This is an optimization exercise on Yosys and OpenROAD, whose aim is small area, a short achievable clock period and few clock cycles per item, not a production implementation. Where RTL was checked, it was by simulation tests only, not by an equivalence proof against the original. Only the layout flow was run in run 3; the RTL was not checked for function there.

==> flow/design.v (outline; a module is shown in full before it is edited, if it fits) <==
// module bfly_fin: 23 lines
// module bfly_pre: 78 lines
// module bfly_mul: 963 lines
// module bfly_red: 590 lines
// module bfly_reg: 12 lines
// module ntt_butterfly: 55 lines
module ntt_butterfly (
  input  logic        clk,
  input  logic        rst,
  input  logic        in_valid,
  output logic        in_ready,
  input  logic        in_mode,
  input  logic [11:0] in_a,
  input  logic [11:0] in_b,
  input  logic [11:0] in_zeta,
  input  logic [7:0]  in_idx,
  output logic        out_valid,
  input  logic        out_ready,
  output logic [11:0] out_a,
  output logic [11:0] out_b,
  output logic [7:0]  out_idx,
  output logic        busy
);
  // ...
==> flow/flow/run.sh <==
#!/bin/bash
# Standard layout, with the port buffers made from buf_2 cells instead of
# the flow's default choice (a slow delay buffer), and timing repair aiming
# for a 6.3 ns critical path (setup margin 7.7 ns against the 14 ns clock).
bash standard.sh "BUFFER_PORTS_ARGS=-buffer_cell sky130_fd_sc_hd__buf_2" SETUP_SLACK_MARGIN=7.7 finish > standard.log 2>&1
==> flow/standard.sh <==
#!/bin/bash
# synth_recipe.tcl (not shown) runs the flow's synth.tcl, then flattens the netlist and writes it again
# the make line also repeats each setting of config.mk as NAME=value (left out here)
make -C /OpenROAD-flow-scripts/flow DESIGN_CONFIG=/design/flow/config.mk WORK_HOME=/design/flow/orfs CLKGATE_MAP_FILE= SYNTH_SCRIPT=/design/flow/synth_recipe.tcl "${@:-finish}"
==> flow/config.mk <==
export PLATFORM = sky130hd
export DESIGN_NAME = ntt_butterfly
export DESIGN_NICKNAME = ntt_butterfly
export VERILOG_FILES = /design/flow/design.v
export SDC_FILE = /design/flow/constraint.sdc
export NUM_CORES = 4
export LEC_CHECK = 0
export CAP_MARGIN = 20
export CORE_MARGIN = 2
export CORE_UTILIZATION = 40
export SLEW_MARGIN = 20
==> flow/constraint.sdc <==
create_clock -name core_clock -period 14.0 [get_ports {clk}]
set_input_delay 2.8000 -clock core_clock [delete_from_list [all_inputs] [get_ports {clk}]]
set_output_delay 2.8000 -clock core_clock [all_outputs]
set_load 0.01 [all_outputs]
==> implementation parameters, run 1 <==
Parameter                              Value

Outcome
  Status  no timing/DRC/antenna violations

Timing
  Final Worst Setup Slack    slightly below 8 ns
  Endpoints failing setup    0
  Fin crit period    6.18 ns
  Worst setup skew after layout    around 0.011 ns
  Worst slew pin tran    just under 1 ns

Global routing
  Global-route wire length before repair    53900 microns
  Met2 Resource Use GR    approximately 28%
  GRT Total Usage    between 15 and 20%
  Met3 GRT Util    between 2 and 3%
  Number of antenna violations at the first check in global routing    0

Synthesis
  Leading post-synthesis cells by instance count    288 x sky130_fd_sc_hd__inv_1, 203 x sky130_fd_sc_hd__fa_1, 130 x sky130_fd_sc_hd__ha_1
  Most frequent cell after synthesis    sky130_fd_sc_hd__inv_1
  Main combinational cell family by area after synthesis    adder cells
  Largest cells by area after synthesis    sky130_fd_sc_hd__fa_1 26%, sky130_fd_sc_hd__edfxtp_1 25%, sky130_fd_sc_hd__ha_1 10%, sky130_fd_sc_hd__inv_1 7.0%, sky130_fd_sc_hd__and2_1 4.5%
  Share of the synthesized area in compound gates (AO/OA/AOI/OAI)    about 8.9%

Layout
  Signal buffers share of area    2.81%
  Proportion of cell area occupied by multi-input gates    about three fifths
  Flip-flop and latch share of the layout cell area    between 20% and 30%
  Biggest Area Class    multi-input gates
  Fin nets    around 2000
  Fraction of the core area covered by cells at the end of the flow    around 45%

Clocking
  Maximum root-to-sink buffer count    2
  CTS root buf    sky130_fd_sc_hd__clkbuf_16

Detailed routing
  Amount of wire on met3 after detailed routing    approximately 970 microns

Floorplanning
  Row Count    between 70 and 80
  # Taps    518
  Core box area    38500 sq um

Setup path
  Number of gates on the worst path with buffers counted    4
  End point of the critical path    in_ready
  Worst reg2reg path endpoint    u_r3.q[33]$_DFFE_PN_
  Buffers plus inverters on the worst setup path    2
  CP Launch Point    out_ready
  Worst path required time    approximately 11 ns
Testbench counts, summed over its fixed seeds: cycles 16,024, items 16,000.
==> run 2, diff against run 1 <==
==> flow/flow/run.sh (replaced) <==
#!/bin/bash
# Standard layout with three changes to how it is made:
#  - port buffers are buf_2 cells instead of the flow's default choice (a
#    slow delay buffer);
#  - timing repair aims for a 6.3 ns critical path (setup margin 7.7 ns
#    against the 14 ns clock);
#  - after the standard synthesis, invopt.py flips the polarity of full-adder
#    cells (a full adder is self-dual) to drop the inverters Yosys leaves
#    between them; the netlist keeps the same function, registers and ports.
set -euo pipefail
ARGS=("BUFFER_PORTS_ARGS=-buffer_cell sky130_fd_sc_hd__buf_2" SETUP_SLACK_MARGIN=7.7)
R=$PWD/orfs/results/$FLOW_PLATFORM/ntt_butterfly/base
bash standard.sh "${ARGS[@]}" synth > synth.log 2>&1
cp $R/1_2_yosys.v 1_2_yosys_standard.v
python3 flow/invopt.py 1_2_yosys_standard.v $R/1_2_yosys.v > invopt.log 2>&1
rm -f $R/1_synth.odb $R/1_synth.sdc
bash standard.sh "${ARGS[@]}" finish > standard.log 2>&1
==> flow/flow/invopt.py (new file) <==
#!/usr/bin/env python3
"""Remove inverters around full-adder cells of a Yosys gate netlist.

A full adder is self-dual: FA(~a,~b,~c) = (~s, ~co). Flipping the polarity
of a full-adder cell absorbs inverters on its pins; flips are applied
greedily while they reduce the inverter count. Double inverters are then
collapsed. The result computes the same function; registers and ports are
untouched. Usage: invopt.py IN.v OUT.v
"""
import re
import sys

OUTS = {"X", "Y", "Q", "Q_N", "SUM", "COUT", "HI", "LO"}
INV = "sky130_fd_sc_hd__inv_1"


def main(src, dst):
    txt = open(src).read()
    m = re.search(r"^module\s+(\S+)\s*\(", txt, re.M)
    body_start = m.start()
    mod_txt = txt[body_start:txt.index("endmodule", body_start)]
    cell_re = re.compile(r"^\s*(sky130_fd_sc_hd__\w+)\s+(\S+)\s*\((.*?)\);\s*$", re.S | re.M)
    cells = {}
    order = []
    spans = []
    for cm in cell_re.finditer(mod_txt):
        typ, name, body = cm.group(1), cm.group(2), cm.group(3)
        pins = {}
        for p, n in re.findall(r"\.(\w+)\(\s*(.*?)\s*\)\s*(?:,|$)", body, re.S):
            pins[p] = n.strip()
        cells[name] = [typ, pins]
        order.append(name)
        spans.append((cm.start(), cm.end()))
    # everything that is not a cell instance (declarations, assigns, attributes)
    rest = []
    last = 0
    for a, b in spans:
        rest.append(mod_txt[last:a])
        last = b
    rest.append(mod_txt[last:])
    other = "".join(rest)
    other = re.sub(r"\(\*.*?\*\)", "", other, flags=re.S)
    # nets referenced outside cells (ports, assigns) are fixed
    fixed = set()
    for line in other.split(";"):
        line = line.strip()
        if line.startswith("assign"):
            for tok in re.findall(r"(\\\S+|[A-Za-z_][\w$]*(?:\s*\[\d+\])?)", line[6:]):
                fixed.add(tok.replace(" ", ""))
    ports = set()
    for kind in ("input", "output", "inout"):
        for decl in re.findall(kind + r"\s+(?:\[\d+:\d+\]\s*)?(\\\S+|[\w$]+)\s*;", other):
            ports.add(decl)

    def is_fixed(net):
        base = re.sub(r"\s*\[\d+\]$", "", net)
        return net in fixed or base in ports or net in ports or net.startswith("1'b")

    new_wires = []
    cnt = [0]

    def fresh():
        cnt[0] += 1
        w = f"invopt_{cnt[0]}"
        new_wires.append(w)
        return w

    def build():
        drv, loads = {}, {}
        for name, (typ, pins) in cells.items():
            for p, n in pins.items():
                if not n:
                    continue
                if p in OUTS:
                    drv[n] = (name, p)
                else:
                    loads.setdefault(n, []).append((name, p))
        return drv, loads

    def is_inv(name):
        return cells[name][0].startswith(("sky130_fd_sc_hd__inv_", "sky130_fd_sc_hd__clkinv_"))

    def is_fa(name):
        return cells[name][0].startswith("sky130_fd_sc_hd__fa_")

    def gain(name, drv, loads):
        typ, pins = cells[name]
        d = 0
        for p in ("A", "B", "CIN"):
            n = pins[p]
            dv = drv.get(n)
            if dv and is_inv(dv[0]) and not is_fixed(n):
                d += -1 if len(loads.get(n, [])) == 1 else 0
            else:
                d += 1
        for p in ("SUM", "COUT"):
            n = pins.get(p, "")
            if not n:
                continue
            ls = loads.get(n, [])
            if is_fixed(n):
                d += 1
                continue
            other_loads = 0
            for (ln, lp) in ls:
                if is_inv(ln) and not is_fixed(cells[ln][1]["Y"]):
                    d -= 1
                else:
                    other_loads += 1
            if other_loads:
                d += 1
        return d

    def flip(name, drv, loads):
        typ, pins = cells[name]
        for p in ("A", "B", "CIN"):
            n = pins[p]
            dv = drv.get(n)
            if dv and is_inv(dv[0]) and not is_fixed(n):
                pins[p] = cells[dv[0]][1]["A"]
                loads[n].remove((name, p))
                if not loads[n]:
                    del cells[dv[0]]
            else:
                w = fresh()
                iname = f"invopt_c{cnt[0]}"
                cells[iname] = [INV, {"A": n, "Y": w}]
                pins[p] = w
        for p in ("SUM", "COUT"):
            n = pins.get(p, "")
            if not n:
                continue
            ls = list(loads.get(n, []))
            w = fresh()
            pins[p] = w            # cell now drives ~n on w
            need_n = is_fixed(n)
            for (ln, lp) in ls:
                if is_inv(ln) and not is_fixed(cells[ln][1]["Y"]):
                    k = cells[ln][1]["Y"]
                    # loads of k (= ~n = w) move to w
                    for (kn, kp) in loads.get(k, []):
                        if kn in cells:
                            cells[kn][1][kp] = w
                    del cells[ln]
                else:
                    need_n = True
            if need_n:
                iname = f"invopt_c{cnt[0]}"
                cells[iname] = [INV, {"A": w, "Y": n}]

    n0 = sum(1 for c in cells if is_inv(c))
    changed = True
    while changed:
        changed = False
        drv, loads = build()
        for name in list(cells):
            if name in cells and is_fa(name) and gain(name, drv, loads) < 0:
                flip(name, drv, loads)
                drv, loads = build()
                changed = True
    # collapse inverter pairs x -> inv -> y -> inv -> z (y single-load)
    changed = True
    while changed:
        changed = False
        drv, loads = build()
        for name in list(cells):
            if name not in cells or not is_inv(name):
                continue
            y = cells[name][1]["Y"]
            ls = loads.get(y, [])
            if is_fixed(y) or len(ls) != 1 or not is_inv(ls[0][0]):
                continue
            j = ls[0][0]
            z = cells[j][1]["Y"]
            if is_fixed(z):
                continue
            x = cells[name][1]["A"]
            for (zn, zp) in loads.get(z, []):
                cells[zn][1][zp] = x
            del cells[name]
            del cells[j]
            changed = True
            break
    n1 = sum(1 for c in cells if is_inv(c))
    # drop declarations of nets no longer used anywhere
    used = set()
    for typ, pins in cells.values():
        used.update(pins.values())
    out = [txt[:body_start]]
    head = re.sub(r"\(\*.*?\*\)\s*", "", other)
    head_lines = []
    for line in head.split("\n"):
        if line.strip().startswith("endmodule"):
            continue
        head_lines.append(line)
    head = "\n".join(l for l in head_lines if l.strip())
    out.append(head + "\n")
    for w in new_wires:
        if w in used:
            out.append(f"  wire {w};\n")
    for name, (typ, pins) in cells.items():
        pl = ",\n".join(f"    .{p}({n}{' ' if n.startswith(chr(92)) else ''})" for p, n in pins.items())
        out.append(f"  {typ} {name} (\n{pl}\n  );\n")
    out.append("endmodule\n")
    open(dst, "w").write("".join(out))
    print(f"invopt: inverters {n0} -> {n1}")


if __name__ == "__main__":
    main(sys.argv[1], sys.argv[2])
==> implementation parameters, run 2 <==
Parameter                              Value

Layout
  Proportion of layout cells with a drive suffix above 1    11.8% (was 11.2%)
  Count of inserted antenna diode cells    0 (unchanged)
  Area growth syn-to-layout    10.7% (about the same)
  Total non-filler cell area in the finished layout    16700 sq um (was 17200 sq um)
  Top flop regs    u_r2.q (47), u_r1.q (46), u_r3.q (35) (unchanged)
  Top register by number of flip-flops    u_r2.q (unchanged)
  Most common library cell in the layout ignoring fill and taps    sky130_fd_sc_hd__fa_1 (was sky130_fd_sc_hd__inv_1)
  Final Instance Count excl. Fillers    2006 (was 2148)
  Largest register FFs    47 (unchanged)
  Most frequent cells in the layout    203 x sky130_fd_sc_hd__fa_1, 155 x sky130_fd_sc_hd__inv_1, 128 x sky130_fd_sc_hd__edfxtp_1 (was 285 x sky130_fd_sc_hd__inv_1, 203 x sky130_fd_sc_hd__fa_1, 128 x sky130_fd_sc_hd__edfxtp_1)
  Fin nets    1864 (was 1999)

Setup path
  CP top delay family    simple AND/OR/NAND/NOR gates (unchanged)
  Worst path cell trace    buf_2 > nor2b_2 > nor2_1 > buf_2 (unchanged)
  Nature of the critical path endpoint    primary output (unchanged)
  Worst setup path class    input pin to primary output (unchanged)
  Arrival time worst endpoint    3.37 ns (was 3.38 ns)
  Top fanout value on the critical path    5 (unchanged)
  Startpoint class of the critical path    input pin (unchanged)
  Buffers plus inverters on the worst setup path    2 (unchanged)
  Cell mode on critical path    sky130_fd_sc_hd__buf_2 (unchanged)
  Peak per-stage delay on the critical path    0.26 ns (about the same)
  Highest-delay cell along the critical path    sky130_fd_sc_hd__nor2b_2 (unchanged)
  Worst path required time    11.20 ns (about the same)

Timing
  Endpoints failing setup    0 (unchanged)
  Worst slew pin tran    1.01 ns (was 0.987 ns)
  Period utilisation layout    44.1% (about the same)
  Slew Viols, Final    0 (unchanged)
  Fin crit period    6.17 ns (was 6.18 ns)
  Max_slew headroom    32.8% (was 34.2%)
  Fin. Hold Viols    0 (unchanged)
  Worst setup skew after layout    0.0140 ns (was 0.0110 ns)
  Highest achievable clock rate    162 MHz (about the same)
  Sum of negative setup slack    0 ns (unchanged)
  Final Worst Setup Slack    7.83 ns (was 7.82 ns)
  Unrepaired setup endpoints after global routing    no (unchanged)

Placed design
  Dpl ws    7.69 ns (was 7.59 ns)
  Area after DPL    15900 sq um (was 16400 sq um)
  Half-perimeter wire length after placement    24300 microns (was 25100 microns)
  Placer Congestion    0.846 (was 0.873)
  Post-placement cell count    1970 (was 2109)
  Number of buffers inserted by port buffering    83 (unchanged)

Floorplanning
  Row Count    71 (was 72)
  Initial standard-cell utilization of the core    40.2% (was 40.4%)
  Core box area    37400 sq um (was 38500 sq um)
  Overall die area    39200 sq um (was 40500 sq um)
  Top-level I/O count    84 (unchanged)
  Chip Width    198 microns (was 201 microns)
  Die boundary height    198 microns (was 201 microns)

Global routing
  Residual overflow from global routing    0 (unchanged)
  Global-route wire length before repair    52200 microns (was 53900 microns)
  Number of antenna violations at the first check in global routing    0 (unchanged)
  Largest net degree at the start of global routing    79 (was 67)
  Vias in the first global route    10600 (was 11100)
  GRT Total Usage    16.7% (was 16.4%)

Clocking
  Clock slew at the register clock pins of the worst setup and hold paths    0.07 ns (about the same)
  TritonCTS clock tree    yes (unchanged)
  CTS root buf    sky130_fd_sc_hd__clkbuf_16 (unchanged)
  Number of buffers created by CTS    17 (unchanged)
  Maximum root-to-sink buffer count    2 (unchanged)
  Worst skew pair latency    0.44 ns (about the same)
  CTS sink count    131 (unchanged)
  Level count of the clock H-tree    4 (unchanged)

Detailed routing
  Count of TritonRoute iterations in the first routing pass    5 (unchanged)
  Ratio of routed vias to standard cells    4.99 (was 4.93)
  Total Wirelength    30700 microns (was 31800 microns)
  Number of routed nets with antenna violations    0 (unchanged)
  Wire per inst    15.3 microns (was 14.8 microns)
  DRC viols    0 (unchanged)
  Violation count after the first detailed-route iteration    474 (was 564)
  Count of vias placed by the detailed router    10000 (was 10600)

Synthesis
  Synthesis warning total    5 (unchanged)
  Post-synthesis instance area    15000 sq um (was 15500 sq um)
  Post-synthesis instance total    1422 (was 1554)
  Avg Synthesized Cell Area    10.6 sq um (was 10.0 sq um)
  Synthesized Nets    1804 (was 1936)

Outcome
  Status  no timing/DRC/antenna violations (unchanged)

Flow run
  Max Cap Violations    0 (unchanged)

Worst hold path
  Hold Path Class    flop to flop (unchanged)
==> run 2: per-stage QoR <==
stage,util (%),hold slack [ns]
after floorplan,-,0.400
after global placement,42.6,0.401
after detailed placement,42.6,0.405
after CTS,44.1,0.422
after global routing,44.5,0.425
final,44.5,0.421
==> run 2: repair_timing <==
action,CTS,global route
hold buffers,0,0
pin swaps,0,1
buffers inserted,0,4
endpoints found under the setup margin,1,10
resized for setup,1,20
==> run 2: worst paths after layout <==
path,slack (ns),cells after the start,to,startpoint
worst max-delay path,7.83,4,in_ready,out_ready
worst min-delay path,0.42,0,u_r2.q[4]$_DFFE_PN_,u_r1.q[4]$_DFFE_PN_
worst max register to register,7.95,17,u_r2.q[45]$_DFFE_PN_,u_r1.q[21]$_DFFE_PN_
worst min register to register,0.42,0,u_r2.q[4]$_DFFE_PN_,u_r1.q[4]$_DFFE_PN_
==> run 2: layout make-up <==
cell class	instances	area, sq um
Clock inverter	15	163
Sequential cell	131	3900
Clock buffer	17	425
Fill cell	3548	20700
Multi-Input combinational cell	1087	10500
Tap cell	511	639
Inverter	156	591
Timing Repair Buffer	89	468
==> run 2: worst register-to-register path, delay by kind of cell (launching register included) <==
family | cells | cell delay [ns]
XOR/XNOR | 2 | 0.26
adder cells (fa/ha/maj) | 12 | 4.54
buffers and inverters | 2 | 0.12
flip-flops | 1 | 0.74
AND/OR/NAND/NOR | 1 | 0.14
==> run 2: per-layer routing <==
metal  vias up  routed length (microns)  global-route usage (%)
li1       4878                        -                       -
met1      4924                    14300                    21.9
met2       192                    14900                    29.0
met3        24                     1190                    2.69
met4         0                      406                    4.09
met5         -                        0                       0
==> module ntt_butterfly, before the edit <==
module ntt_butterfly (
  input  logic        clk,
  input  logic        rst,
  input  logic        in_valid,
  output logic        in_ready,
  input  logic        in_mode,
  input  logic [11:0] in_a,
  input  logic [11:0] in_b,
  input  logic [11:0] in_zeta,
  input  logic [7:0]  in_idx,
  output logic        out_valid,
  input  logic        out_ready,
  output logic [11:0] out_a,
  output logic [11:0] out_b,
  output logic [7:0]  out_idx,
  output logic        busy
);
  logic        en;
  logic        v1, v2, v3;
  logic [12:0] mx;
  logic        m1, m2;
  logic [11:0] a1, z1;
  logic [12:0] mx1, xa, xa2;
  logic [7:0]  idx1, idx2, idx3;
  logic [24:0] p, p2;
  logic [13:0] sa, sa3;
  logic [12:0] sb, sb3;
  assign en       = !v3 || out_ready;
  assign in_ready = en && !rst;
  always_ff @(posedge clk) begin
    if (rst) begin
      v1 <= 1'b0;
      v2 <= 1'b0;
      v3 <= 1'b0;
    end else if (en) begin
      v1 <= in_valid;
      v2 <= v1;
      v3 <= v2;
    end
  end
  bfly_pre u_pre (.mode(in_mode), .a(in_a), .b(in_b), .mx(mx));
  bfly_reg #(.W(1 + 12 + 13 + 12 + 8)) u_r1 (
    .clk(clk), .en(en), .d({in_mode, in_a, mx, in_zeta, in_idx}),
    .q({m1, a1, mx1, z1, idx1}));
  bfly_mul u_mul (.mode(m1), .a(a1), .mx(mx1), .zeta(z1), .p(p), .xa(xa));
  bfly_reg #(.W(1 + 13 + 25 + 8)) u_r2 (
    .clk(clk), .en(en), .d({m1, xa, p, idx1}), .q({m2, xa2, p2, idx2}));
  bfly_red u_red (.mode(m2), .xa(xa2), .p(p2), .sa(sa), .sb(sb));
  bfly_reg #(.W(14 + 13 + 8)) u_r3 (
    .clk(clk), .en(en), .d({sa, sb, idx2}), .q({sa3, sb3, idx3}));
  bfly_fin u_fin (.sa(sa3), .sb(sb3), .ra(out_a), .rb(out_b));
  assign out_idx   = idx3;
  assign out_valid = v3;
  assign busy      = v1 || v2 || v3;
endmodule
==> run 3, diff against run 2 <==
--- a/flow/design.v
+++ b/flow/design.v
@@ -1685,2 +1685,3 @@
   logic        v1, v2, v3;
+  logic        v3_n;    
   logic [12:0] mx;
@@ -1694,12 +1695,14 @@
   assign en       = !v3 || out_ready;
-  assign in_ready = en && !rst;
+  assign in_ready = (v3_n || out_ready) && !rst;
   always_ff @(posedge clk) begin
     if (rst) begin
-      v1 <= 1'b0;
-      v2 <= 1'b0;
-      v3 <= 1'b0;
+      v1   <= 1'b0;
+      v2   <= 1'b0;
+      v3   <= 1'b0;
+      v3_n <= 1'b1;
     end else if (en) begin
-      v1 <= in_valid;
-      v2 <= v1;
-      v3 <= v2;
+      v1   <= in_valid;
+      v2   <= v1;
+      v3   <= v2;
+      v3_n <= !v2;
     end
--- a/flow/flow/run.sh
+++ b/flow/flow/run.sh
@@ -4,3 +4,3 @@
 #    slow delay buffer);
-#  - timing repair aims for a 6.3 ns critical path (setup margin 7.7 ns
+#  - timing repair aims for a 6.1 ns critical path (setup margin 7.9 ns
 #    against the 14 ns clock);
@@ -10,3 +10,3 @@
 set -euo pipefail
-ARGS=("BUFFER_PORTS_ARGS=-buffer_cell sky130_fd_sc_hd__buf_2" SETUP_SLACK_MARGIN=7.7)
+ARGS=("BUFFER_PORTS_ARGS=-buffer_cell sky130_fd_sc_hd__buf_2" SETUP_SLACK_MARGIN=7.9)
 R=$PWD/orfs/results/$FLOW_PLATFORM/ntt_butterfly/base
==> implementation parameters, run 3 <==
Parameter                              Value

Timing
  Sum of negative setup slack    0 ns (unchanged)
  Max_slew headroom    31.4% (was 32.8%)
  Period utilisation layout    42.6% (was 44.1%)
  Fin crit period    5.96 ns (was 6.17 ns)
  Worst slew pin tran    1.03 ns (was 1.01 ns)
  Unrepaired setup endpoints after global routing    yes (was no)
  Fin. Hold Viols    0 (unchanged)
  Endpoints failing setup    0 (unchanged)
  Slew Viols, Final    0 (unchanged)
  Highest achievable clock rate    168 MHz (was 162 MHz)
  Worst setup skew after layout    0.00931 ns (was 0.0140 ns)

Clocking
  Number of buffers created by CTS    17 (unchanged)
  Level count of the clock H-tree    4 (unchanged)
  CTS sink count    132 (was 131)
  TritonCTS clock tree    yes (unchanged)
  Worst skew pair latency    0.44 ns (about the same)
  Clock slew at the register clock pins of the worst setup and hold paths    0.07 ns (about the same)
  CTS root buf    sky130_fd_sc_hd__clkbuf_16 (unchanged)
  Maximum root-to-sink buffer count    2 (unchanged)
  Number of buffers added to fix hold violations after cts    0 (unchanged)

Layout
  Most common library cell in the layout ignoring fill and taps    sky130_fd_sc_hd__fa_1 (unchanged)
  Area growth syn-to-layout    11.9% (was 10.7%)
  Area used by sequential logic in the layout    3920 sq um (was 3900 sq um)
  Fillcell total    3456 (was 3548)
  Largest register FFs    47 (unchanged)
  Most frequent cells in the layout    199 x sky130_fd_sc_hd__fa_1, 142 x sky130_fd_sc_hd__inv_1, 128 x sky130_fd_sc_hd__edfxtp_1 (was 203 x sky130_fd_sc_hd__fa_1, 155 x sky130_fd_sc_hd__inv_1, 128 x sky130_fd_sc_hd__edfxtp_1)
  Fin nets    1858 (was 1864)
  Top flop regs    u_r2.q (47), u_r1.q (46), u_r3.q (35) (unchanged)
  Area of the multi-input gates    10600 sq um (was 10500 sq um)
  Count of inserted antenna diode cells    0 (unchanged)
  Top register by number of flip-flops    u_r2.q (unchanged)
  Proportion of layout cells with a drive suffix above 1    13.3% (was 11.8%)
  Fraction of the core area covered by cells at the end of the flow    45.7% (was 44.5%)

Setup path
  Arrival time worst endpoint    6.13 ns (was 3.37 ns)
  Cell mode on critical path    sky130_fd_sc_hd__fa_1 (was sky130_fd_sc_hd__buf_2)
  CP top delay family    adder cells (was simple AND/OR/NAND/NOR gates)
  Worst path required time    14.17 ns (was 11.20 ns)
  Peak per-stage delay on the critical path    0.59 ns (was 0.26 ns)
  Highest-delay cell along the critical path    sky130_fd_sc_hd__fa_1 (was sky130_fd_sc_hd__nor2b_2)
  Nature of the critical path endpoint    flop (was primary output)
  Worst path cell trace    fa_1 > fa_1 > ha_4 > nand3_1 > o22ai_2 > o22ai_4 > o21ai_2 > a21oi_2 > xor2_2 > fa_1 > inv_2 > fa_1 > fa_1 > ha_4 > nand2_2 > o211ai_1 > a31oi_1 > nor2b_1 > o21a_1 > o41ai_2 > xnor2_1 (was buf_2 > nor2b_2 > nor2_1 > buf_2)
  Buffers plus inverters on the worst setup path    1 (was 2)
  Top fanout value on the critical path    5 (unchanged)
  Startpoint class of the critical path    flop (was input pin)
  Worst setup path class    flop to flop (was input pin to primary output)

Synthesis
  Synthesis warning total    5 (unchanged)
  Post-synthesis instance area    15000 sq um (about the same)
  Avg Synthesized Cell Area    10.6 sq um (about the same)
  Post-synthesis instance total    1412 (was 1422)
  Synthesized Nets    1794 (was 1804)

Detailed routing
  Number of routed nets with antenna violations    0 (unchanged)
  Ratio of routed vias to standard cells    5.14 (was 4.99)
  DRC viols    0 (unchanged)
  Count of vias placed by the detailed router    10100 (was 10000)
  Total Wirelength    31900 microns (was 30700 microns)
  Wire per inst    16.3 microns (was 15.3 microns)
  Violation count after the first detailed-route iteration    433 (was 474)
  Count of TritonRoute iterations in the first routing pass    4 (was 5)

Placed design
  Placer Congestion    0.878 (was 0.846)
  Number of buffers inserted by port buffering    83 (unchanged)
  Half-perimeter wire length after placement    24900 microns (was 24300 microns)

Floorplanning
  Initial standard-cell utilization of the core    40.8% (was 40.2%)
  Row Count    70 (was 71)
  Chip Width    198 microns (about the same)
  Die boundary height    198 microns (about the same)
  Top-level I/O count    84 (unchanged)
  Core box area    36800 sq um (was 37400 sq um)
  Overall die area    39100 sq um (was 39200 sq um)

Worst hold path
  Hold Path Class    flop to flop (unchanged)

Flow run
  Max Cap Violations    0 (unchanged)

Global routing
  Global-route wire length before repair    53300 microns (was 52200 microns)
  GRT Total Usage    17.1% (was 16.7%)
  Largest net degree at the start of global routing    85 (was 79)
  Residual overflow from global routing    0 (unchanged)
  Number of antenna violations at the first check in global routing    0 (unchanged)
  Vias in the first global route    10800 (was 10600)

Outcome
  Status  no timing/DRC/antenna violations (unchanged)
run 3: cell type report:
cell class | instances | share of cell area [%]
multi-input combinational | 1083 | 62.9
sequential | 132 | 23.3
tap | 468 | 3.48
timing repair buffer | 97 | 3.30
inverter | 145 | 3.25
clock buffer | 17 | 2.53
clock inverter | 15 | 1.18
run 3: worst paths after layout:
kind | slack (ns) | to | start | cells past startpoint
worst max-delay path | 8.04 | u_r3.q[20]$_DFFE_PP_ | u_r2.q[10]$_DFFE_PP_ | 21
worst min-delay path | 0.42 | u_r2.q[4]$_DFFE_PP_ | u_r1.q[4]$_DFFE_PP_ | 0
worst max register to register | 8.04 | u_r3.q[20]$_DFFE_PP_ | u_r2.q[10]$_DFFE_PP_ | 21
worst min register to register | 0.42 | u_r2.q[4]$_DFFE_PP_ | u_r1.q[4]$_DFFE_PP_ | 0
run 3: stage by stage:
step	hold WS (ns)	area (sq um)	cells	worst slack, ns
2_1_floorplan	0.400	15000	1412	7.94
3_3_place_gp	0.401	15800	1913	7.88
3_5_place_dp	0.406	15800	1913	7.76
4_1_cts	0.423	16500	1946	7.91
5_1_grt	0.426	16800	1957	7.82
6_report	0.420	16800	1957	8.04
run 3: routing by layer:
metal | vias to the layer above | GRT usage [%] | routed length (microns)
met5 | - | 0 | 0
met1 | 4967 | 22.8 | 14900
met4 | 0 | 4.98 | 583
met2 | 172 | 29.0 | 15400
li1 | 4887 | - | -
met3 | 38 | 2.61 | 1050
run 3: what timing repair did:
item / in CTS / in global routing
setup buffers: 1 / 10
resized for setup: 6 / 36
setup endpoints to repair: 4 / 8
cloned: 0 / 1
pin swaps: 1 / 22
==> module bfly_fin, before the edit <==
module bfly_fin (
  input  logic [13:0] sa,
  input  logic [12:0] sb,
  output logic [11:0] ra,
  output logic [11:0] rb
);
  logic signed [13:0] ssa;
  logic signed [12:0] ssb;
  assign ssa = sa;
  assign ssb = sb;
  always_comb begin
    if (ssa < 0)                   ra = 12'(ssa + 14'sd3329);
    else if (ssa < 14'sd3329)      ra = 12'(ssa);
    else if (ssa < 14'sd6658)      ra = 12'(ssa - 14'sd3329);
    else                           ra = 12'(ssa - 14'sd6658);
  end
  always_comb begin
    if (ssb < -13'sd3329)          rb = 12'(ssb + 13'sd3329 + 13'sd3329);
    else if (ssb < 0)              rb = 12'(ssb + 13'sd3329);
    else if (ssb < 13'sd3329)      rb = 12'(ssb);
    else                           rb = 12'(ssb - 13'sd3329);
  end
endmodule
==> run 4, diff against run 3 <==
--- a/flow/design.v
+++ b/flow/design.v
@@ -6,17 +6,26 @@
 );
-  logic signed [13:0] ssa;
-  logic signed [12:0] ssb;
-  assign ssa = sa;
-  assign ssb = sb;
+  logic        a_neg, a_ge1, a_ge2, b_neg, b_ltm, b_ge1;
+  logic [11:0] a_m1, a_m2, a_p1;
+  logic [11:0] b_p2, b_p1, b_m1;
+  assign a_neg = sa[13];
+  assign a_ge1 = !sa[13] && (sa[12:0] >= 13'd3329);
+  assign a_ge2 = !sa[13] && (sa[12:0] >= 13'd6658);
+  assign b_neg = sb[12];
+  assign b_ltm = sb[12] && (sb[11:0] < 12'd767);      
+  assign b_ge1 = !sb[12] && (sb[11:0] >= 12'd3329);
+  assign a_p1 = (sa[3:0] == 4'hf) ? 12'hd00 : {8'hcf, sa[3:0] + 4'd1};
+  assign a_m1 = sa[11:0] - 12'd3329;
+  assign a_m2 = {3'b0, sa[8:0] - 9'd2};
+  assign b_p2 = 12'ha02 + {2'b0, sb[9:0]};
+  assign b_p1 = sb[11:0] + 12'd3329;
+  assign b_m1 = {8'b0, sb[3:0] - 4'd1};
   always_comb begin
-    if (ssa < 0)                   ra = 12'(ssa + 14'sd3329);
-    else if (ssa < 14'sd3329)      ra = 12'(ssa);
-    else if (ssa < 14'sd6658)      ra = 12'(ssa - 14'sd3329);
-    else                           ra = 12'(ssa - 14'sd6658);
-  end
-  always_comb begin
-    if (ssb < -13'sd3329)          rb = 12'(ssb + 13'sd3329 + 13'sd3329);
-    else if (ssb < 0)              rb = 12'(ssb + 13'sd3329);
-    else if (ssb < 13'sd3329)      rb = 12'(ssb);
-    else                           rb = 12'(ssb - 13'sd3329);
+    if (a_neg)      ra = a_p1;
+    else if (a_ge2) ra = a_m2;
+    else if (a_ge1) ra = a_m1;
+    else            ra = sa[11:0];
+    if (b_ltm)      rb = b_p2;
+    else if (b_neg) rb = b_p1;
+    else if (b_ge1) rb = b_m1;
+    else            rb = sb[11:0];
   end
==> implementation parameters, run 4 <==
Parameter                              Value

Setup path
  Cell mode on critical path    sky130_fd_sc_hd__buf_2 (was sky130_fd_sc_hd__fa_1)
  Worst-case reg-to-reg path depth    18 (was 21)
  Highest-delay cell along the critical path    sky130_fd_sc_hd__buf_2 (was sky130_fd_sc_hd__fa_1)
  CP top delay family    buffers and inverters (was adder cells)
  Worst reg2reg path endpoint    u_r3.q[34]$_DFFE_PP_ (was u_r3.q[20]$_DFFE_PP_)
  Top fanout value on the critical path    4 (was 5)
  Number of gates on the worst path with buffers counted    3 (was 21)
  Buffers plus inverters on the worst setup path    2 (was 1)
  Worst path cell trace    buf_2 > nor2_1 > buf_2 (was fa_1 > fa_1 > ha_4 > nand3_1 > o22ai_2 > o22ai_4 > o21ai_2 > a21oi_2 > xor2_2 > fa_1 > inv_2 > fa_1 > fa_1 > ha_4 > nand2_2 > o211ai_1 > a31oi_1 > nor2b_1 > o21a_1 > o41ai_2 > xnor2_1)
  CP Launch Point    rst (was u_r2.q[10]$_DFFE_PP_)
  Peak per-stage delay on the critical path    0.13 ns (was 0.59 ns)
  Worst path required time    11.20 ns (was 14.17 ns)
  Worst setup path class    input pin to primary output (was flop to flop)
  Arrival time worst endpoint    3.16 ns (was 6.13 ns)
  Setup slack of the worst register-to-register path    8.12 ns (was 8.04 ns)
  Startpoint class of the critical path    input pin (was flop)
  Reg2reg start    u_r2.q[11]$_DFFE_PP_ (was u_r2.q[10]$_DFFE_PP_)
  Nature of the critical path endpoint    primary output (was flop)

Synthesis
  Avg Synthesized Cell Area    10.5 sq um (was 10.6 sq um)
  Post-synthesis instance area    14900 sq um (was 15000 sq um)
  Post-synthesis instance total    1413 (was 1412)
  Synthesized Nets    1800 (was 1794)
  Synthesis warning total    5 (unchanged)

Detailed routing
  Total Wirelength    31200 microns (was 31900 microns)
  Ratio of routed vias to standard cells    5.18 (was 5.14)
  Number of routed nets with antenna violations    0 (unchanged)
  Count of TritonRoute iterations in the first routing pass    5 (was 4)
  DRC viols    0 (unchanged)
  Count of vias placed by the detailed router    10200 (was 10100)
  Wire per inst    15.9 microns (was 16.3 microns)
  Violation count after the first detailed-route iteration    427 (was 433)

Layout
  Largest register FFs    47 (unchanged)
  Count of inserted antenna diode cells    0 (unchanged)
  Area growth syn-to-layout    11.4% (was 11.9%)
  Most common library cell in the layout ignoring fill and taps    sky130_fd_sc_hd__fa_1 (unchanged)
  Most frequent cells in the layout    200 x sky130_fd_sc_hd__fa_1, 157 x sky130_fd_sc_hd__nand2_1, 152 x sky130_fd_sc_hd__inv_1 (was 199 x sky130_fd_sc_hd__fa_1, 142 x sky130_fd_sc_hd__inv_1, 128 x sky130_fd_sc_hd__edfxtp_1)
  Fillcell total    3476 (was 3456)
  Proportion of layout cells with a drive suffix above 1    12.3% (was 13.3%)
  Top register by number of flip-flops    u_r2.q (unchanged)
  Top flop regs    u_r2.q (47), u_r1.q (46), u_r3.q (35) (unchanged)
  Fin nets    1868 (was 1858)
  Total non-filler cell area in the finished layout    16600 sq um (was 16800 sq um)
  Final Instance Count excl. Fillers    1962 (was 1957)

Global routing
  Largest net degree at the start of global routing    77 (was 85)
  Vias in the first global route    10900 (was 10800)
  Residual overflow from global routing    0 (unchanged)
  Global-route wire length before repair    53300 microns (about the same)
  Number of antenna violations at the first check in global routing    0 (unchanged)
  GRT Total Usage    17.2% (was 17.1%)

Placed design
  Post-placement cell count    1923 (was 1913)
  Area after DPL    15800 sq um (about the same)
  Number of buffers inserted by port buffering    83 (unchanged)
  Placer Congestion    0.870 (was 0.878)
  Half-perimeter wire length after placement    24800 microns (was 24900 microns)
  Dpl ws    7.81 ns (was 7.76 ns)

Timing
  Unrepaired setup endpoints after global routing    yes (unchanged)
  Period utilisation layout    42.5% (was 42.6%)
  Slew Viols, Final    0 (unchanged)
  Worst setup skew after layout    0.0152 ns (was 0.00931 ns)
  Final Worst Setup Slack    8.04 ns (about the same)
  Fin. Hold Viols    0 (unchanged)
  Max_slew headroom    49.2% (was 31.4%)
  Highest achievable clock rate    168 MHz (about the same)
  Sum of negative setup slack    0 ns (unchanged)
  Hold Slack    0.425 ns (was 0.420 ns)
  Endpoints failing setup    0 (unchanged)
  Worst slew pin tran    0.758 ns (was 1.03 ns)
  Fin crit period    5.96 ns (about the same)

Floorplanning
  Row Count    70 (unchanged)
  Core box area    36600 sq um (was 36800 sq um)
  Chip Width    197 microns (was 198 microns)
  Overall die area    38800 sq um (was 39100 sq um)
  Top-level I/O count    84 (unchanged)
  Initial standard-cell utilization of the core    40.7% (was 40.8%)
  Die boundary height    197 microns (was 198 microns)

Worst hold path
  Hold Path Class    flop to flop (unchanged)
  Worst hold endpoint    u_r3.q[7]$_DFFE_PP_ (was u_r2.q[4]$_DFFE_PP_)
  Worst hold path stage count    0 (unchanged)
  Hold_sp    u_r2.q[7]$_DFFE_PP_ (was u_r1.q[4]$_DFFE_PP_)

Clocking
  CTS root buf    sky130_fd_sc_hd__clkbuf_16 (unchanged)
  Number of buffers added to fix hold violations after cts    0 (unchanged)
  Maximum root-to-sink buffer count    2 (unchanged)
  Worst skew pair latency    0.44 ns (about the same)
  CTS sink count    132 (unchanged)
  Number of buffers created by CTS    17 (unchanged)
  Level count of the clock H-tree    4 (unchanged)
  Clock slew at the register clock pins of the worst setup and hold paths    0.06 ns (was 0.07 ns)
  TritonCTS clock tree    yes (unchanged)

Flow run
  Max Cap Violations    0 (unchanged)

Outcome
  Status  no timing/DRC/antenna violations (unchanged)
==> run 4: area by class of cell <==
type	count	area (sq um)	area share (%)
sequential	132	3920	23.6
timing repair buffer	92	495	2.98
inverter	155	587	3.53
multi-input combinational	1083	10400	62.6
clock inverter	15	184	1.11
clock buffer	17	425	2.56
tap	468	586	3.53
==> run 4: through the flow <==
stage,utilization [%]
after global routing,45.3
final,45.3
after CTS,44.7
after global placement,43.0
after detailed placement,43.0
after floorplan,-
==> run 4: worst max path at each step <==
stage	endpoint	slack (ns)
2_1_floorplan	u_r2.q[45]$_DFFE_PP_	7.94
3_3_place_gp	u_r3.q[19]$_DFFE_PP_	7.88
3_5_place_dp	u_r3.q[19]$_DFFE_PP_	7.81
4_1_cts	u_r3.q[19]$_DFFE_PP_	7.90
5_1_grt	u_r3.q[34]$_DFFE_PP_	7.79
6_report	in_ready	8.04
==> run 4: metal layers <==
layer	GRT usage (%)	vias to the layer above	wire length, microns
met4	5.04	0	629
met1	22.5	4993	14300
met5	0	-	0
met3	3.11	45	1200
met2	29.2	204	15100
li1	-	4924	-
==> run 4: what timing repair did <==
item | in CTS | in global routing
pin swaps | 1 | 11
endpoints found under the setup margin | 4 | 21
resized for setup | 3 | 37
buffers inserted | 0 | 7
hold endpoints to repair | 0 | 0
Testbench counts of run 4, summed over its fixed seeds: cycles 16,024, items 16,000.
==> run 5, diff against run 4 <==
--- a/flow/flow/run.sh
+++ b/flow/flow/run.sh
@@ -6,2 +6,3 @@
 #    against the 14 ns clock);
+#  - the clock tree is built from clkbuf_8 cells;
 #  - after the standard synthesis, invopt.py flips the polarity of full-adder
@@ -10,3 +11,3 @@
 set -euo pipefail
-ARGS=("BUFFER_PORTS_ARGS=-buffer_cell sky130_fd_sc_hd__buf_2" SETUP_SLACK_MARGIN=7.9)
+ARGS=("BUFFER_PORTS_ARGS=-buffer_cell sky130_fd_sc_hd__buf_2" SETUP_SLACK_MARGIN=7.9 "CTS_BUF_LIST=sky130_fd_sc_hd__clkbuf_8")
 R=$PWD/orfs/results/$FLOW_PLATFORM/ntt_butterfly/base
==> implementation parameters, run 5 <==
Parameter                              Value

Detailed routing
  Violation count after the first detailed-route iteration    426 (was 427)
  DRC viols    0 (unchanged)
  Ratio of routed vias to standard cells    5.15 (was 5.18)
  Count of TritonRoute iterations in the first routing pass    5 (unchanged)
  Wire per inst    15.9 microns (about the same)
  Count of vias placed by the detailed router    10100 (was 10200)
  Number of routed nets with antenna violations    0 (unchanged)
  Total Wirelength    31200 microns (about the same)

Setup path
  Nature of the critical path endpoint    primary output (unchanged)
  Reg2reg start    u_r2.q[13]$_DFFE_PP_ (was u_r2.q[11]$_DFFE_PP_)
  Arrival time worst endpoint    3.16 ns (about the same)
  Worst path required time    11.20 ns (about the same)
  Top fanout value on the critical path    4 (unchanged)
  Worst setup path class    input pin to primary output (unchanged)
  Peak per-stage delay on the critical path    0.13 ns (about the same)
  Cell mode on critical path    sky130_fd_sc_hd__buf_2 (unchanged)
  Worst reg2reg path endpoint    u_r3.q[33]$_DFFE_PP_ (was u_r3.q[34]$_DFFE_PP_)
  Highest-delay cell along the critical path    sky130_fd_sc_hd__buf_2 (unchanged)
  Worst-case reg-to-reg path depth    18 (unchanged)
  CP top delay family    buffers and inverters (unchanged)
  Buffers plus inverters on the worst setup path    2 (unchanged)
  Startpoint class of the critical path    input pin (unchanged)
  Setup slack of the worst register-to-register path    8.18 ns (was 8.12 ns)
  Worst path cell trace    buf_2 > nor2_1 > buf_2 (unchanged)

Timing
  Unrepaired setup endpoints after global routing    yes (unchanged)
  Highest achievable clock rate    168 MHz (unchanged)
  Fin crit period    5.96 ns (unchanged)
  Worst setup skew after layout    0.0243 ns (was 0.0152 ns)
  Endpoints failing setup    0 (unchanged)
  Max_slew headroom    48.5% (was 49.2%)
  Slew Viols, Final    0 (unchanged)
  Sum of negative setup slack    0 ns (unchanged)
  Fin. Hold Viols    0 (unchanged)
  Period utilisation layout    42.5% (unchanged)
  Worst slew pin tran    0.767 ns (was 0.758 ns)

Synthesis
  Synthesis warning total    5 (unchanged)
  Post-synthesis instance area    14900 sq um (unchanged)
  Post-synthesis instance total    1413 (unchanged)
  Synthesized Nets    1800 (unchanged)
  Avg Synthesized Cell Area    10.5 sq um (unchanged)

Global routing
  Vias in the first global route    10800 (was 10900)
  Residual overflow from global routing    0 (unchanged)
  Number of antenna violations at the first check in global routing    0 (unchanged)
  Most Crowded Layer GR    met2 (unchanged)
  GRT Total Usage    17.1% (was 17.2%)
  Met3 GRT Util    2.79% (was 3.11%)
  GR Util met1    22.5% (about the same)
  Largest net degree at the start of global routing    77 (unchanged)
  Global-route wire length before repair    53100 microns (was 53300 microns)
  Met2 Resource Use GR    29.0% (was 29.2%)

Worst hold path
  Hold Path Class    flop to flop (unchanged)
  Worst hold endpoint    u_r3.q[7]$_DFFE_PP_ (unchanged)
  Hold_sp    u_r2.q[7]$_DFFE_PP_ (unchanged)
  Worst hold path stage count    0 (unchanged)

Outcome
  Status  no timing/DRC/antenna violations (unchanged)

Flow run
  Max Cap Violations    0 (unchanged)

Layout
  Count of inserted antenna diode cells    0 (unchanged)
  Fraction of the core area covered by cells at the end of the flow    44.9% (was 45.3%)
  Fin nets    1870 (was 1868)
  Top flop regs    u_r2.q (47), u_r1.q (46), u_r3.q (35) (unchanged)
  Area of the multi-input gates    10400 sq um (about the same)
  Largest register FFs    47 (unchanged)
  Area growth syn-to-layout    10.2% (was 11.4%)
  Fillcell total    3501 (was 3476)
  Area used by sequential logic in the layout    3920 sq um (unchanged)
  Proportion of layout cells with a drive suffix above 1    12.4% (was 12.3%)
  Top register by number of flip-flops    u_r2.q (unchanged)
  Most common library cell in the layout ignoring fill and taps    sky130_fd_sc_hd__fa_1 (unchanged)
  Most frequent cells in the layout    200 x sky130_fd_sc_hd__fa_1, 157 x sky130_fd_sc_hd__nand2_1, 152 x sky130_fd_sc_hd__inv_1 (unchanged)

Floorplanning
  Overall die area    38800 sq um (unchanged)
  Row Count    70 (unchanged)
  Core box area    36600 sq um (unchanged)
  Initial standard-cell utilization of the core    40.7% (unchanged)
  Die boundary height    197 microns (unchanged)
  Top-level I/O count    84 (unchanged)
  Chip Width    197 microns (unchanged)

Clocking
  Maximum root-to-sink buffer count    2 (unchanged)
  CTS sink count    132 (unchanged)
  Number of buffers added to fix hold violations after cts    0 (unchanged)
  Clock slew at the register clock pins of the worst setup and hold paths    0.09 ns (was 0.06 ns)
  CTS root buf    sky130_fd_sc_hd__clkbuf_8 (was sky130_fd_sc_hd__clkbuf_16)
  Number of buffers created by CTS    17 (unchanged)
  TritonCTS clock tree    yes (unchanged)
  Level count of the clock H-tree    4 (unchanged)
  Worst skew pair latency    0.50 ns (was 0.44 ns)

Placed design
  Half-perimeter wire length after placement    24800 microns (unchanged)
  Number of buffers inserted by port buffering    83 (unchanged)
  Placer Congestion    0.870 (unchanged)
==> run 5: stage by stage <==
step,instances,instance area [sq um],setup WS (ns),hold slack (ns)
3_3_place_gp,1923,15800,7.88,0.401
3_5_place_dp,1923,15800,7.81,0.406
6_report,1964,16400,8.04,0.426
2_1_floorplan,1413,14900,7.94,0.400
5_1_grt,1964,16400,7.87,0.439
4_1_cts,1955,16200,7.90,0.429
==> run 5: how the worst max path moves through the flow <==
stage | from | depth (start not counted) | slack, ns | end
6_report | rst | 3 | 8.04 | in_ready
5_1_grt | u_r3.q[21]$_DFFE_PP_ | 9 | 7.87 | out_a[8]
4_1_cts | u_r2.q[10]$_DFFE_PP_ | 18 | 7.90 | u_r3.q[34]$_DFFE_PP_
3_5_place_dp | u_r2.q[10]$_DFFE_PP_ | 19 | 7.81 | u_r3.q[19]$_DFFE_PP_
3_3_place_gp | u_r2.q[10]$_DFFE_PP_ | 19 | 7.88 | u_r3.q[19]$_DFFE_PP_
2_1_floorplan | u_r1.q[45]$_DFFE_PP_ | 17 | 7.94 | u_r2.q[45]$_DFFE_PP_
==> run 5: area by class of cell <==
class | instances | share of cell area [%]
flip-flops and latches | 132 | 23.9
clock inverters | 15 | 1.12
inverters | 155 | 3.57
multi-input cells | 1083 | 63.3
well taps | 468 | 3.57
repair buffers | 94 | 3.11
clock buffers | 17 | 1.42
==> run 5: timing repair <==
item                                    in CTS  in global routing
gates cloned                                 0                  0
pin swaps                                    1                 13
gates resized for setup                      3                 37
endpoints found under the setup margin       6                 23
endpoints found under the hold margin        0                  0
buffers inserted                             0                  9
==> run 5: routing by layer <==
layer / routed length (microns) / vias to the layer above
li1: - / 4916
met1: 14500 / 4984
met2: 15100 / 189
met3: 1100 / 35
met4: 595 / 0
met5: 0 / -

re-timing with driven ports:
Ports are ideal in the flow. The routed layouts listed here were re-timed in OpenROAD.
Step 1, drivers: a clkbuf_16 drives clk and a buf_2 each remaining input, both assumed.
Step 2 adds t to the input delays and takes it off the output delays; t is the mean of the earliest and latest rising clock arrival at the registers after step 1. Input paths then give back, and output paths get back, about the clock's delay inside the block.
a / b / c = ideal ports / drivers / drivers and shift; a / b = the first two.
run | t, ns | slack for setup (ns) | worst hold slack (ns)
run 1 | 0.488 | 7.821 / 7.802 / 7.802 | 0.420 / 0.420 / 0.420
run 2 | 0.476 | 7.828 / 7.805 / 7.805 | 0.421 / 0.421 / 0.421
run 3 | 0.479 | 8.037 / 8.037 / 8.037 | 0.420 / 0.420 / 0.420
run 4 | 0.487 | 8.044 / 8.025 / 8.025 | 0.425 / 0.425 / 0.425
run 5 | 0.529 | 8.044 / 8.025 / 8.025 | 0.426 / 0.426 / 0.426
After both steps every run listed still meets setup and hold. For run 2, which loses most, drivers alone change the setup slack by -0.023 ns; drivers and shift together by -0.023 ns.
